Background: an optimization exercise with open tools, aiming at small area, a short achievable clock period and few clock cycles per item. Do not read the settings as production practice. In this exercise RTL edits were held to simulation tests only and were not proved equivalent to the original. Power figures rest on the tool's default switching activity, not on a simulated workload.

## oak
==> flow/design.v (excerpt) <==
module ooo_backend_top (
    input  wire logic                  clk_i,
    input  wire logic                  rst_n_i,
    input  wire logic                  op_valid_i,
    input  wire isa_pkg::issue_op_t    op_i,
    output logic                       commit_valid_o,
    output backend_pkg::commit_rec_t   commit_o,
    output logic                       credit_o
);
Size in the first run: roughly 680 cells after synthesis, roughly 80 flip-flops, ~220 I/O pins, roughly 6100 µm² of cells after synthesis.
Settings: LEC_CHECK=0, CAP_MARGIN=20, CORE_MARGIN=2, CORE_UTILIZATION=65, SETUP_SLACK_MARGIN=1.8, SLEW_MARGIN=20; clock period 5.0 ns.
standard.sh (not shown) runs the stock make flow with config.mk's settings and CLKGATE_MAP_FILE= SYNTH_SCRIPT=/design/flow/synth_recipe.tcl, a recipe that flattens the netlist after the stock synthesis.
==> flow/flow/run.sh <==
#!/bin/bash
# The standard layout, with two changes: the port buffers are made from the
# smallest buffer cell, and the full adder cells join the platform's don't-use
# list (flow/dont_use.txt), so that abc maps those adder bits with the rest of
# the logic and sees the whole carry path.
set -euo pipefail
here=$(cd "$(dirname "$0")" && pwd)
dont_use=$(tr '\n' ' ' < "$here/dont_use.txt")
bash standard.sh \
    BUFFER_PORTS_ARGS="-buffer_cell sky130_fd_sc_hd__buf_1" \
    DONT_USE_CELLS="$dont_use" \
    finish > make_finish.log 2>&1
==> flow/flow/dont_use.txt <==
sky130_fd_sc_hd__probe_p_8
sky130_fd_sc_hd__probec_p_8
sky130_fd_sc_hd__lpflow_bleeder_1
sky130_fd_sc_hd__lpflow_clkbufkapwr_1
sky130_fd_sc_hd__lpflow_clkbufkapwr_16
sky130_fd_sc_hd__lpflow_clkbufkapwr_2
sky130_fd_sc_hd__lpflow_clkbufkapwr_4
sky130_fd_sc_hd__lpflow_clkbufkapwr_8
sky130_fd_sc_hd__lpflow_clkinvkapwr_1
sky130_fd_sc_hd__lpflow_clkinvkapwr_16
sky130_fd_sc_hd__lpflow_clkinvkapwr_2
sky130_fd_sc_hd__lpflow_clkinvkapwr_4
sky130_fd_sc_hd__lpflow_clkinvkapwr_8
sky130_fd_sc_hd__lpflow_decapkapwr_12
sky130_fd_sc_hd__lpflow_decapkapwr_3
sky130_fd_sc_hd__lpflow_decapkapwr_4
sky130_fd_sc_hd__lpflow_decapkapwr_6
sky130_fd_sc_hd__lpflow_decapkapwr_8
sky130_fd_sc_hd__lpflow_inputiso0n_1
sky130_fd_sc_hd__lpflow_inputiso0p_1
sky130_fd_sc_hd__lpflow_inputiso1n_1
sky130_fd_sc_hd__lpflow_inputiso1p_1
sky130_fd_sc_hd__lpflow_inputisolatch_1
sky130_fd_sc_hd__lpflow_isobufsrc_1
sky130_fd_sc_hd__lpflow_isobufsrc_16
sky130_fd_sc_hd__lpflow_isobufsrc_2
sky130_fd_sc_hd__lpflow_isobufsrc_4
sky130_fd_sc_hd__lpflow_isobufsrc_8
sky130_fd_sc_hd__lpflow_isobufsrckapwr_16
sky130_fd_sc_hd__lpflow_lsbuf_lh_hl_isowell_tap_1
sky130_fd_sc_hd__lpflow_lsbuf_lh_hl_isowell_tap_2
sky130_fd_sc_hd__lpflow_lsbuf_lh_hl_isowell_tap_4
sky130_fd_sc_hd__lpflow_lsbuf_lh_isowell_4
sky130_fd_sc_hd__lpflow_lsbuf_lh_isowell_tap_1
sky130_fd_sc_hd__lpflow_lsbuf_lh_isowell_tap_2
sky130_fd_sc_hd__lpflow_lsbuf_lh_isowell_tap_4
sky130_fd_sc_hd__fa_1
sky130_fd_sc_hd__fa_2
sky130_fd_sc_hd__fa_4
oak finished end to end and its layout was clean on timing, DRC and antenna.
Testbench counts of oak, summed over its fixed seeds: cycles 2,056, items 2,048.
Setup changes, oak to pine
# oak
export LEC_CHECK = 0
export CAP_MARGIN = 20
export CORE_MARGIN = 2
export CORE_UTILIZATION = 65
export SETUP_SLACK_MARGIN = 1.8
export SLEW_MARGIN = 20
create_clock -name core_clock -period 5.0 [get_ports {clk_i}]
# pine
export LEC_CHECK = 0
export ABC_AREA = 1
export CAP_MARGIN = 20
export CORE_MARGIN = 2
export CORE_UTILIZATION = 65
export SLEW_MARGIN = 20
create_clock -name core_clock -period 5.0 [get_ports {clk_i}]
==> flow/flow/run.sh <==
#!/bin/bash
# The standard layout, with three changes:
# - the port buffers are made from the smallest buffer cell;
# - the full adder cells join the platform's don't-use list (flow/dont_use.txt),
#   so that abc maps those adder bits with the rest of the logic;
# - the timing repair after clock tree synthesis (and only that one) aims at
#   2 ns of setup slack; the other repair steps only repair violations.
set -euo pipefail
here=$(cd "$(dirname "$0")" && pwd)
dont_use=$(tr '\n' ' ' < "$here/dont_use.txt")
common=(BUFFER_PORTS_ARGS="-buffer_cell sky130_fd_sc_hd__buf_1" DONT_USE_CELLS="$dont_use")
bash standard.sh "${common[@]}" place > make_place.log 2>&1
bash standard.sh "${common[@]}" SETUP_SLACK_MARGIN=2.0 cts > make_cts.log 2>&1
bash standard.sh "${common[@]}" finish > make_finish.log 2>&1
Notes after the runs:
- Summary of the comparison: final standard cell utilization of the core is lower in pine, relative to oak.
- Cmp oak and pine / fraction of met2 tracks used by global routing / lower: pine
- For pine, the commonest non-fill, non-tap cell in the layout was nand2_1, unlike oak, where it was buf_1.
- Comparing oak and pine, the higher area of the multi-input gates was measured on oak.
- Per the comparison of pine with oak, register-to-register slack closely matched the old numbers, final cycle utilization of the critical path decreased by 3.2 points relative to the old numbers, largest net degree at the start of global routing decreased by 8 relative to the old numbers.
- Re minimum clock period: oak and pine aren't equal, and the higher value belongs to oak.
- Per the comparison of pine with oak, total power decreased by 0.067 mW relative to the old numbers, post-cts resize count decreased by 13 relative to the old numbers, initial core utilization increased by 1.3 points relative to the old numbers, synthesized-area fraction occupied by adder cells decreased by 1.6 points relative to the old numbers.

==> static timing again, ports no longer ideal <==
The results above use ideal ports. As a check the final layouts listed here were re-extracted and re-timed, cells and wires unchanged.
Step 1: set_driving_cell puts a clkbuf_16 on clk_i and a buf_2 on each other input, an assumption about the parent block.
Step 2 also shifts input and output timing later by t, the mid clock arrival at the registers, as if the neighbouring blocks saw the same clock.
Slacks: no drivers / after step 1 / after step 2; pairs: no drivers / after step 1.
run	t (ns)	setup slack, ns	worst setup path at the end	latest minus earliest clock arrival (ns)	worst register clock-pin slew, ns
oak	0.389	1.781 / 1.786 / 1.398	input to register	0.019 / 0.019	0.09 / 0.09
pine	0.388	1.942 / 1.939 / 1.564	input to register	0.013 / 0.013	0.09 / 0.09
After both steps setup and hold are still met in every run listed. The setup slack of oak, which loses most, moves by +0.005 ns with the drivers and by -0.383 ns with both steps.
